Source: an optimization exercise on an open RTL-to-GDS flow (aim: small area). Production flows keep margins and buffers that such runs may drop.
Function was checked by simulation only, so behaviour that the tests miss may differ from the original. The clock port is modelled as an ideal driver; clocking choices that lean on that would not hold on a real chip.

--- design/flow/design.v ---
`timescale 1ns/1ps
module gobang_move_arbiter #(
  parameter int HIST_DEPTH = 225,
  parameter int CNT_W      = 8
) (
  input  logic             clk,
  input  logic             rst,
  input  logic             new_game,
  input  logic             p_req,
  input  logic [3:0]       p_i,
  input  logic [3:0]       p_j,
  input  logic             a_req,
  input  logic [3:0]       a_i,
  input  logic [3:0]       a_j,
  input  logic             undo_req,
  input  logic             crt_color,
  input  logic             cell_occupied,
  output logic [3:0]       look_i,
  output logic [3:0]       look_j,
  output logic             data_clr,
  output logic             data_write,
  output logic             data_erase,
  output logic [3:0]       write_i,
  output logic [3:0]       write_j,
  output logic             write_color,
  output logic             p_grant,
  output logic             a_grant,
  output logic             reject,
  output logic             undo_done,
  output logic             busy,
  output logic [CNT_W-1:0] move_count,
  output logic             last_valid,
  output logic [3:0]       last_i,
  output logic [3:0]       last_j
);
  typedef enum logic [2:0] {IDLE, CHECK, WRITE, CLEAR, UNDO} state_e;
  localparam logic ID_PLAYER = 1'b0;
  localparam logic ID_AI     = 1'b1;
  localparam int   NPOS      = HIST_DEPTH + 1;
  state_e           state, state_nxt;
  logic             pending_clr;
  logic             last_served;
  logic [3:0]       lat_i, lat_j;
  logic             lat_id, lat_color;
  logic [7:0]       sreg [NPOS];
  logic             ofs;
  logic             sh_dn, sh_up;
  logic             push, pop;
  logic             push_nxt, pop_nxt, ofs_nxt, dn_nxt;
  logic             stack_empty;
  logic [7:0]       top;
  logic [3:0]       top_i, top_j;
  logic             illegal;
  logic             pick_ai;
  assign stack_empty = (move_count == '0);
  assign top         = ofs ? ~sreg[1] : sreg[0];
  assign {top_i, top_j} = stack_empty ? 8'h00 : top;
  assign last_valid  = ~stack_empty;
  assign last_i      = top_i;
  assign last_j      = top_j;
  assign busy        = (state != IDLE);
  assign push = (state == WRITE);
  assign pop  = (state == UNDO) & ~stack_empty;
  assign push_nxt = (state_nxt == WRITE);
  assign pop_nxt  = (state_nxt == UNDO) & ~stack_empty;
  assign ofs_nxt  = (push | pop) ? ofs : ~ofs;
  assign dn_nxt   = push_nxt | (~pop_nxt & ~ofs_nxt);
  assign pick_ai = a_req & (~p_req | (last_served == ID_PLAYER));
  assign illegal = cell_occupied | (lat_i > 4'd14) | (lat_j > 4'd14) |
                   (move_count == CNT_W'(HIST_DEPTH));
  always_comb begin
    state_nxt   = state;
    look_i      = '0;
    look_j      = '0;
    data_clr    = 1'b0;
    data_write  = 1'b0;
    data_erase  = 1'b0;
    write_i     = '0;
    write_j     = '0;
    write_color = 1'b0;
    p_grant     = 1'b0;
    a_grant     = 1'b0;
    reject      = 1'b0;
    undo_done   = 1'b0;
    unique case (state)
      IDLE: begin
        if (pending_clr)         state_nxt = CLEAR;
        else if (undo_req)       state_nxt = UNDO;
        else if (p_req || a_req) state_nxt = CHECK;
      end
      CHECK: begin
        look_i    = lat_i;
        look_j    = lat_j;
        reject    = illegal;
        state_nxt = illegal ? IDLE : WRITE;
      end
      WRITE: begin
        data_write  = 1'b1;
        write_i     = lat_i;
        write_j     = lat_j;
        write_color = lat_color;
        p_grant     = (lat_id == ID_PLAYER);
        a_grant     = (lat_id == ID_AI);
        state_nxt   = IDLE;
      end
      CLEAR: begin
        data_clr  = 1'b1;
        state_nxt = IDLE;
      end
      UNDO: begin
        if (stack_empty) begin
          reject = 1'b1;
        end else begin
          data_erase = 1'b1;
          write_i    = top_i;
          write_j    = top_j;
          undo_done  = 1'b1;
        end
        state_nxt = IDLE;
      end
      default: state_nxt = IDLE;
    endcase
  end
  always_ff @(posedge clk or negedge rst) begin
    if (!rst) begin
      state       <= IDLE;
      pending_clr <= 1'b0;
      last_served <= ID_AI;
      move_count  <= '0;
      lat_i       <= '0;
      lat_j       <= '0;
      lat_id      <= ID_PLAYER;
      lat_color   <= 1'b0;
      ofs         <= 1'b0;
      sh_dn       <= 1'b1;
      sh_up       <= 1'b0;
    end else begin
      sh_dn <= dn_nxt;
      sh_up <= ~dn_nxt;
      state <= state_nxt;
      ofs <= ofs_nxt;
      if (new_game)
        pending_clr <= 1'b1;
      else if (state == IDLE && state_nxt == CLEAR)
        pending_clr <= 1'b0;
      if (state == IDLE && state_nxt == CHECK) begin
        lat_i     <= pick_ai ? a_i : p_i;
        lat_j     <= pick_ai ? a_j : p_j;
        lat_id    <= pick_ai ? ID_AI : ID_PLAYER;
        lat_color <= crt_color;
      end
      unique case (state)
        WRITE: begin
          move_count  <= move_count + 1'b1;
          last_served <= lat_id;
        end
        CLEAR: move_count <= '0;
        UNDO:  if (!stack_empty) move_count <= move_count - 1'b1;
        default: ;
      endcase
    end
  end
  always_ff @(posedge clk) begin
    sreg[0] <= ~((~{lat_i, lat_j} | {8{sh_up}}) & (sreg[1] | {8{sh_dn}}));
    for (int k = 1; k < NPOS - 1; k++)
      sreg[k] <= ~((sreg[k-1] | {8{sh_up}}) & (sreg[k+1] | {8{sh_dn}}));
    sreg[NPOS-1] <= ~sreg[NPOS-2];
  end
endmodule
--- design/flow/flow/run.sh ---
#!/bin/bash
# Standard layout, with the port buffers made from the smallest buffer cell and
# clock tree synthesis without dummy loads.
set -euo pipefail
bash standard.sh BUFFER_PORTS_ARGS="-buffer_cell sky130_fd_sc_hd__buf_1" \
  CTS_ARGS="-sink_clustering_enable -repair_clock_nets -sink_clustering_size 36 -sink_clustering_max_diameter 80 -buf_list sky130_fd_sc_hd__clkbuf_16 -dont_use_dummy_load" \
  finish > standard_flow.log 2>&1
--- design/flow/standard.sh ---
#!/bin/bash
# synth_recipe.tcl (not shown) runs the flow's synth.tcl, then flattens the netlist and writes it again
# the make line also repeats each setting of config.mk as NAME=value (left out here)
make -C /OpenROAD-flow-scripts/flow DESIGN_CONFIG=/design/flow/config.mk WORK_HOME=/design/flow/orfs CLKGATE_MAP_FILE= SYNTH_SCRIPT=/design/flow/synth_recipe.tcl "${@:-finish}"
--- design/flow/config.mk ---
export PLATFORM = sky130hd
export DESIGN_NAME = gobang_move_arbiter
export DESIGN_NICKNAME = gobang_move_arbiter
export VERILOG_FILES = /design/flow/design.v
export SDC_FILE = /design/flow/constraint.sdc
export NUM_CORES = 4
export LEC_CHECK = 0
export CAP_MARGIN = 5
export CORE_MARGIN = 2
export CORE_UTILIZATION = 70
export CTS_BUF_LIST = sky130_fd_sc_hd__clkbuf_16
export CTS_CLUSTER_DIAMETER = 80
export CTS_CLUSTER_SIZE = 36
export PLACE_DENSITY = 0.8
export SLEW_MARGIN = 5
--- design/flow/constraint.sdc ---
create_clock -name core_clock -period 8.0 [get_ports {clk}]
set_input_delay 1.6000 -clock core_clock [delete_from_list [all_inputs] [get_ports {clk}]]
set_output_delay 1.6000 -clock core_clock [all_outputs]
set_load 0.01 [all_outputs]
==> flow_summary.toml, run 1 <==
[grt]
grt_pass1_vias = 28900
grt_first_pass_wirelength_mm = 129
grt-ovfl-total = 0
grt_max_degree = 278
grt_use_total_pct = 19.4
antenna_found_initial = 0

[run]
cap_violations = 0

[placed_design]
dpl_cell_area_um2 = 51000
port_buffers = 65
globalplace.congestion = 0.788
dp.final_hpwl_mm = 41.8
pre_cts_ws_ns = 4.11

[drt]
vias = 30300
wire_per_inst_um = 15.3
dr.pass1.iters = 5
drtIter0Drc = 2027
route.antenna.remaining_nets = 0
drc = 0
viasPerCell = 6.17
wl_mm = 74.9

[logic_synthesis]
synth-compound-area-share_pct = 22.9
synth_edf_count = 0
synth.avg_cell_area_um2 = 12.1
synth_top_area_share_pct = 71.3
synth-xor-area-share_pct = 0.101
synth.area.top_cells = "dfxtp_1, o22ai_1, clkbuf_1"
synth_adder_area_share_pct = 0.187
yosysTopAreaCell = "dfxtp_1"
yosys_warnings = 2
syn_area_um2 = 50800
synth-seq-cells = 1834
ys_types = 46
synth_ff_type = "dfxtp_1"
synth_top_family_by_area = "compound AO/OA/AOI/OAI gates"
synthesis.nets = 4244
seq_area_frac_synth_pct = 72.6
synth_mux_area_share_pct = 0.288
synth-simple-area-share_pct = 0.693
syn_inst = 4213
ys_async_sr_fraction_pct = 1.42

[critical_path]
crit_chain = "or4_1 > or2_1 > and2_1 > a22o_1 > buf_1"
cp.arrival_ns = 2.75
slowest_delay_ns = 0.55
crit_path_top_delay_cell = "or4_1"
crit_path_start_kind = "flip-flop"
cp_max_fo = 12
crit_path_end_kind = "output port"
cp_num_cells = 5
ff2ff_path_depth = 3
critical_path_class = "reg -> out"
crit_required_ns = 6.40
crit_buf_inv = 1
critPathTopFamily = "simple AND/OR/NAND/NOR gates"

[die]
core_um2 = 71600
die_h_um = 273
io_pins = 66
start_util_pct = 70.9
num_rows = 98
die-area_um2 = 74700
die_x_um = 273

[sta]
fin_crit_ns = 4.35
worst_slack_ns = 3.65
final.period_utilization_pct = 54.4
rsz0062_at_grt = "false"
max-slew-margin-rel_pct = 24.9
tightest_slew_ns = 1.13
slew_viol_final = 0
setup_viol = 0
tns_ns = 0
fin_skew_ns = 0.0759
whs_ns = 0.391
timing_hold_violations_final = 0
clock.fmax_ghz = 0.230

[layout]
drive_above_1_share_pct = 2.51
ff_latch_area_um2 = 36900
most-common-layout-cells = "dfxtp_1, o22ai_1, buf_1"
area_growth_pct = 3.17
diodes = 0
nets = 3985
stdcell_area_um2 = 52400
multi_input_area_um2 = 12300
mostFrequentLayoutCell = "dfxtp_1"
nFillCells = 5012

[outcome]
status = "timing/DRC/antenna clean"

[clock_network]
htree_levels = 2
cts.sinks = 1834
insertion_delay_ns = 0.67
root_buffer = "clkbuf_16"
postCtsHoldBufs = 0
numCtsBuffers = 57
clk_path_buf_depth = 3
clk_transition_reported_paths_ns = 0.12
cts_tree = "yes"
post_cts_buffers = 0
cts-resized-gates = 0

[worst_hold_path]
holdPathStages = 1
min_path_type = "reg -> reg"
[through the flow]
stage	util, %	instances
final	73.1	4902
after global routing	73.1	4902
after CTS	73.1	4902
after detailed placement	71.2	4845
after global placement	71.2	4845
after floorplan	-	4213
[synth_stat cells, types with 3 or more instances]
library cell	n
dfxtp_1	1808
mux2_2	4
o21ai_0	4
a21oi_1	18
a22o_1	13
and2_1	12
clkbuf_1	372
nand2_1	3
o22ai_1	1801
nor2_1	33
nor2b_1	3
dfrtp_1	24
inv_1	23
buf_6	3
buf_1	32
a21oi_2	3
mux2i_1	9
o21bai_1	4
nor3_1	3
ha_1	6
[worst reg2reg max path, delay by kind of cell, from the launching register on]
| kind | cells | cell delay (ns) |
|---|---|---|
| flops | 1 | 1.00 |
| compound gates | 1 | 0.30 |
| buf+inv | 2 | 1.50 |
[area by class of cell]
class,count,share of cell area [%]
flip-flops and latches,1834,70.4
multi-input cells,1945,23.4
clock buffers,57,2.72
well taps,950,2.27
repair buffers,92,1.07
inverters,24,0.172
[sequential cells by signal (all words and copies together) (netlist names)]
signal	flops
last_served	1
lat_color	1
lat_i	4
lat_id	1
lat_j	4
move_count	8
ofs	1
pending_clr	1
sh_dn	1
sh_up	1
sreg	1808
state	3
[cell families after synthesis]
group | count (synthesis)
AOI/OAI and AO/OA | 1851
xor gates and xnor gates | 5
adders and majority gates | 7
buffers and inverters | 434
DFF | 1834
muxes | 14
and+or+nand+nor | 68
[worst paths after layout]
| check | to | slack, ns | from |
|---|---|---|---|
| worst max-delay path | write_j[2] | 3.65 | move_count[3] |
| worst min-delay path | sreg[225][5] | 0.39 | sreg[224][5] |
| worst max register to register | sreg[97][1] | 5.07 | sh_dn |
| worst min register to register | sreg[225][5] | 0.39 | sreg[224][5] |
| max in group asynchronous | last_served | 6.73 | rst |
| min in group asynchronous | move_count[3] | 0.89 | rst |
[routing by layer]
metal,part of all wire [%],global-route usage [%]
met1,51,26.8
met2,46,33.1
met3,1.9,2.10
met4,1.5,4.26
met5,0,0
==> run 2, diff against run 1 <==
--- a/design/flow/config.mk
+++ b/design/flow/config.mk
@@ -11,5 +11,6 @@
 export CTS_BUF_LIST = sky130_fd_sc_hd__clkbuf_16
 export CTS_CLUSTER_DIAMETER = 80
 export CTS_CLUSTER_SIZE = 36
+export GPL_TIMING_DRIVEN = 0
 export PLACE_DENSITY = 0.8
 export SLEW_MARGIN = 5
==> run 2 against run 1 <==
Compared with the run above:
- critical path depth increased by 1
- final cell count increased by 7.8%
- die area unchanged
- via count increased by 11%
- worst hold slack got worse by 0.0053 ns
==> flow_summary.toml, run 2 <==
[outcome]
status = "timing/DRC/antenna clean"

[critical_path]
critical_path_class = "reg -> out"
crit_required_ns = 6.40
r2r_slack_ns = 4.31
crit_chain = "or4_1 > or2_1 > and2_1 > buf_2 > a22o_1 > buf_1"
crit_buf_inv = 2
cp.arrival_ns = 2.69
slowest_delay_ns = 0.60
cp_num_cells = 6
critPathTopFamily = "simple AND/OR/NAND/NOR gates"
startpoint = "move_count[1]"
crit_path_end_kind = "output port"
r2r-end = "sreg[223][5]"
cp_max_fo = 11
crit_path_start_kind = "flip-flop"
timing.rr.start = "sh_dn"
ff2ff_path_depth = 5
crit_path_top_delay_cell = "or4_1"

[drt]
wl_mm = 94.7
route.antenna.remaining_nets = 0
drc = 0
wire_per_inst_um = 17.9
dr.pass1.iters = 5
vias = 33700
drtIter0Drc = 2143
viasPerCell = 6.37

[logic_synthesis]
ys_async_sr_fraction_pct = 1.42
synth_edf_count = 0
yosysMostFrequentCell = "dfxtp_1"
synth.area.top_cells = "dfxtp_1, o22ai_1, clkbuf_1"
synth_commonest_cells = "dfxtp_1, o22ai_1, clkbuf_1, nor2_1, buf_1"
synth_ff_type = "dfxtp_1"
synth.avg_cell_area_um2 = 12.1
yosys_warnings = 2
yosysTopAreaCell = "dfxtp_1"
seq_area_frac_synth_pct = 72.6
synth-seq-cells = 1834
ys_types = 46
synth_top_area_share_pct = 71.3
synthesis.nets = 4244
syn_inst = 4213
syn_area_um2 = 50800

[clock_network]
root_buffer = "clkbuf_16"
cts-resized-gates = 0
clk_path_buf_depth = 3
cts.sinks = 1834
insertion_delay_ns = 0.68
postCtsHoldBufs = 0
post_cts_buffers = 0
clk_transition_reported_paths_ns = 0.11
htree_levels = 2
cts_tree = "yes"
numCtsBuffers = 58

[layout]
reg_top3 = "sreg (1808), move_count (8)"
final_core_util_pct = 74.9
area_growth_pct = 5.68
diodes = 0
nFillCells = 4795
mostFrequentLayoutCell = "dfxtp_1"
most-common-layout-cells = "dfxtp_1, o22ai_1, clkbuf_1"
nets = 4369
regMostFlops = "sreg"
drive_above_1_share_pct = 1.82
stdcell_area_um2 = 53700
layoutNonFillerInstCount = 5286
largest_reg_flops = 1808

[sta]
timing_hold_violations_final = 0
clock.fmax_ghz = 0.233
max-slew-margin-rel_pct = 22.9
fin_skew_ns = 0.0579
rsz0062_at_grt = "false"
tightest_slew_ns = 1.16
final.period_utilization_pct = 53.6
tns_ns = 0
slew_viol_final = 0
setup_viol = 0
fin_crit_ns = 4.29

[worst_hold_path]
holdPathStages = 1
min_path_type = "reg -> reg"
min_to = "sreg[11][1]"
hp-start = "sreg[12][1]"

[die]
die_x_um = 273
core_um2 = 71600
io_pins = 66
die-area_um2 = 74700
die_h_um = 273
num_rows = 98
start_util_pct = 70.9

[placed_design]
dp.final_hpwl_mm = 64.7
dpl_cell_area_um2 = 52200
dp_cells = 5228
globalplace.congestion = 0.811
port_buffers = 65

[grt]
grt_use_total_pct = 25.1
grt_pass1_vias = 33600
grt-ovfl-total = 0
grt_first_pass_wirelength_mm = 162
grt_max_degree = 37
antenna_found_initial = 0

[run]
cap_violations = 0
-- run 2: worst max-delay path by stage --
stage                             to  slack [ns]
after floorplan               reject        4.35
after CTS                 write_j[2]        3.69
after global placement        reject        4.07
final                     write_j[2]        3.71
after detailed placement      reject        4.07
after global routing      write_j[2]        3.61
-- run 2: cell families after synthesis --
family | Yosys count | synth area share (%)
mux | 14 | 0.288
xor+xnor | 5 | 0.101
flops | 1834 | 72.6
fa+ha+maj | 7 | 0.187
simple gates | 68 | 0.693
buf+inv | 434 | 3.27
compound gates | 1851 | 22.9
-- run 2: area by class of cell --
class	instances	area [µm²]	share of cell area, %
timing repair buffer	65	245	0.457
buffer	410	1570	2.93
clock buffer	58	1450	2.71
multi-input combinational	1945	12300	22.9
sequential	1834	36800	68.7
tap	950	1190	2.22
inverter	24	90.1	0.168
-- run 2: layer usage --
metal / vias up / routed length, µm / GRT usage [%]
li1: 16500 / - / -
met1: 16600 / 45700 / 36.3
met2: 456 / 45100 / 41.7
met3: 119 / 2420 / 2.25
met4: 0 / 1470 / 5.00
met5: - / 0 / 0
-- run 2: stage by stage --
stage / hold WS [ns] / setup slack (ns)
after detailed placement: 0.360 / 4.07
after global routing: 0.393 / 3.61
after floorplan: 0.353 / 4.35
final: 0.386 / 3.71
after CTS: 0.386 / 3.69
after global placement: 0.360 / 4.07
==> run 3, diff against run 2 <==
==> design/flow/config.mk (replaced) <==
export PLATFORM = sky130hd
export DESIGN_NAME = gobang_move_arbiter
export DESIGN_NICKNAME = gobang_move_arbiter
export VERILOG_FILES = /design/flow/design.v
export SDC_FILE = /design/flow/constraint.sdc
export NUM_CORES = 4
export LEC_CHECK = 0
export CAP_MARGIN = 20
export CORE_MARGIN = 2
export CORE_UTILIZATION = 70
export CTS_BUF_LIST = sky130_fd_sc_hd__clkbuf_16
export CTS_CLUSTER_DIAMETER = 80
export CTS_CLUSTER_SIZE = 36
export PLACE_DENSITY = 0.8
export SLEW_MARGIN = 20
==> run 3 against run 2 <==
Compared with the run above:
- final cell count shrank 7.3%
- die area stayed put
- non-clock buffer count fell by 383
- wire length shrank 21%
- critical path type unchanged
- fmax decreased by 1.3%
- flip-flop and latch count is the same
- clock-buffer cell count down 1
==> flow_summary.toml, run 3 <==
[outcome]
status = "timing/DRC/antenna clean"

[logic_synthesis]
yosysMostFrequentCell = "dfxtp_1"
syn_area_um2 = 50800
synth-seq-cells = 1834
ys_async_sr_fraction_pct = 1.42
synth_ff_type = "dfxtp_1"
synth_edf_count = 0
seq_area_frac_synth_pct = 72.6
synthesis.nets = 4244
yosysTopAreaCell = "dfxtp_1"
yosys_warnings = 2
synth_commonest_cells = "dfxtp_1, o22ai_1, clkbuf_1, nor2_1, buf_1"
syn_inst = 4213
synth.area.top_cells = "dfxtp_1, o22ai_1, clkbuf_1"
synth_top_area_share_pct = 71.3
synth.avg_cell_area_um2 = 12.1
ys_types = 46

[drt]
vias = 30300
wire_per_inst_um = 15.3
dr.pass1.iters = 5
drc = 0
route.antenna.remaining_nets = 0
viasPerCell = 6.17
drtIter0Drc = 2027
wl_mm = 74.9

[clock_network]
cts_tree = "yes"
clk_transition_reported_paths_ns = 0.12
htree_levels = 2
root_buffer = "clkbuf_16"
postCtsHoldBufs = 0
cts-resized-gates = 0
insertion_delay_ns = 0.67
clk_path_buf_depth = 3
numCtsBuffers = 57
cts.sinks = 1834
post_cts_buffers = 0

[placed_design]
port_buffers = 65
dp.final_hpwl_mm = 41.8
globalplace.congestion = 0.788
dpl_cell_area_um2 = 51000
pre_cts_ws_ns = 4.11
dp_cells = 4845

[layout]
largest_reg_flops = 1808
stdcell_area_um2 = 52400
diodes = 0
most-common-layout-cells = "dfxtp_1, o22ai_1, buf_1"
layoutNonFillerInstCount = 4902
mostFrequentLayoutCell = "dfxtp_1"
ff_latch_area_um2 = 36900
drive_above_1_share_pct = 2.51
multi_input_area_um2 = 12300
reg_top3 = "sreg (1808), move_count (8)"
nets = 3985
regMostFlops = "sreg"
nFillCells = 5011
area_growth_pct = 3.18

[critical_path]
cp_max_fo = 12
cp.arrival_ns = 2.75
timing.rr.start = "sh_dn"
r2r-end = "sreg[97][1]"
crit_path_end_kind = "output port"
critical_path_class = "reg -> out"
r2r_slack_ns = 5.07
ff2ff_path_depth = 3
crit_required_ns = 6.40
crit_path_start_kind = "flip-flop"

[sta]
final.period_utilization_pct = 54.3
max-slew-margin-rel_pct = 25.6
clock.fmax_ghz = 0.230
tightest_slew_ns = 1.12
slew_viol_final = 0
rsz0062_at_grt = "false"
timing_hold_violations_final = 0
tns_ns = 0
worst_slack_ns = 3.65
fin_crit_ns = 4.35
fin_skew_ns = 0.0758
setup_viol = 0

[worst_hold_path]
min_to = "sreg[225][5]"
hp-start = "sreg[224][5]"
holdPathStages = 1
min_path_type = "reg -> reg"

[grt]
grt_use_total_pct = 19.4
grt_first_pass_wirelength_mm = 129
grt_max_degree = 278
grt_pass1_vias = 28900
grt-ovfl-total = 0
antenna_found_initial = 0

[die]
num_rows = 98
start_util_pct = 70.9
core_um2 = 71600
die-area_um2 = 74700
die_x_um = 273
io_pins = 66
die_h_um = 273

[run]
cap_violations = 0
==> run 3: cell counts after synthesis <==
Identical to the previous run, type by type.
==> run 3: cell type report <==
cell class | count | share of cell area [%]
Inverter | 24 | 0.172
Timing Repair Buffer | 92 | 1.07
Multi-Input combinational cell | 1945 | 23.4
Clock buffer | 57 | 2.72
Tap cell | 950 | 2.27
Sequential cell | 1834 | 70.4
==> run 3: per-layer routing <==
layer	global-route usage, %	part of all wire [%]
met2	33.1	46
met5	0	0
met3	2.10	1.9
met4	4.26	1.5
met1	26.8	51
==> run 3: cells by family (layout without fill, tap and decap cells) <==
family | count (synthesis) | after routing | share of synthesized area, %
AOI/OAI and AO/OA | 1851 | 1851 | 22.9
DFF | 1834 | 1834 | 72.6
buffers and inverters | 434 | 173 | 3.27
and+or+nand+nor | 68 | 68 | 0.693
muxes | 14 | 14 | 0.288
adders and majority gates | 7 | 7 | 0.187
xor gates and xnor gates | 5 | 5 | 0.101
==> run 3: through the flow <==
stage | hold slack, ns | utilization (%)
after floorplan | 0.353 | -
after global placement | 0.359 | 71.2
after detailed placement | 0.362 | 71.2
after CTS | 0.393 | 73.1
after global routing | 0.410 | 73.2
final | 0.391 | 73.2
==> run 3: worst max path at each step <==
stage | slack [ns] | endpoint | start | depth (start not counted)
2_1_floorplan | 4.35 | reject | cell_occupied | 3
3_3_place_gp | 4.11 | reject | cell_occupied | 5
3_5_place_dp | 4.11 | reject | cell_occupied | 5
4_1_cts | 3.62 | write_j[2] | move_count[3] | 5
5_1_grt | 3.49 | write_j[2] | move_count[3] | 5
6_report | 3.65 | write_j[2] | move_count[3] | 5
==> run 3: worst max-delay path, cell delays in order, from the launching register on <==
cell	delay, ns
dfrtp_1	0.43
or4_1	0.55
or2_1	0.38
and2_1	0.33
a22o_1	0.25
buf_1	0.12

-- re-timing with driven ports --
In the flow no input, the clock included, has a driving cell. The finished layouts below were timed again as built, in two steps. Step 1: set_driving_cell puts a clkbuf_16 on clk and a buf_2 on each other input, an assumption about the parent block. Step 2 also shifts input and output timing later by t, the mid clock arrival at the registers, as if the neighbouring blocks saw the same clock. Three values: ideal, step 1, step 2; two values: the first two.
run	t (ns)	slack for setup (ns)	worst register clock-pin slew, ns
run 1	0.700	3.651 / 3.589 / 4.070	0.12 / 0.12
run 2	0.719	3.712 / 3.648 / 4.033	0.12 / 0.12
run 3	0.701	3.655 / 3.593 / 4.067	0.12 / 0.12
After both steps every run listed still meets setup and hold.
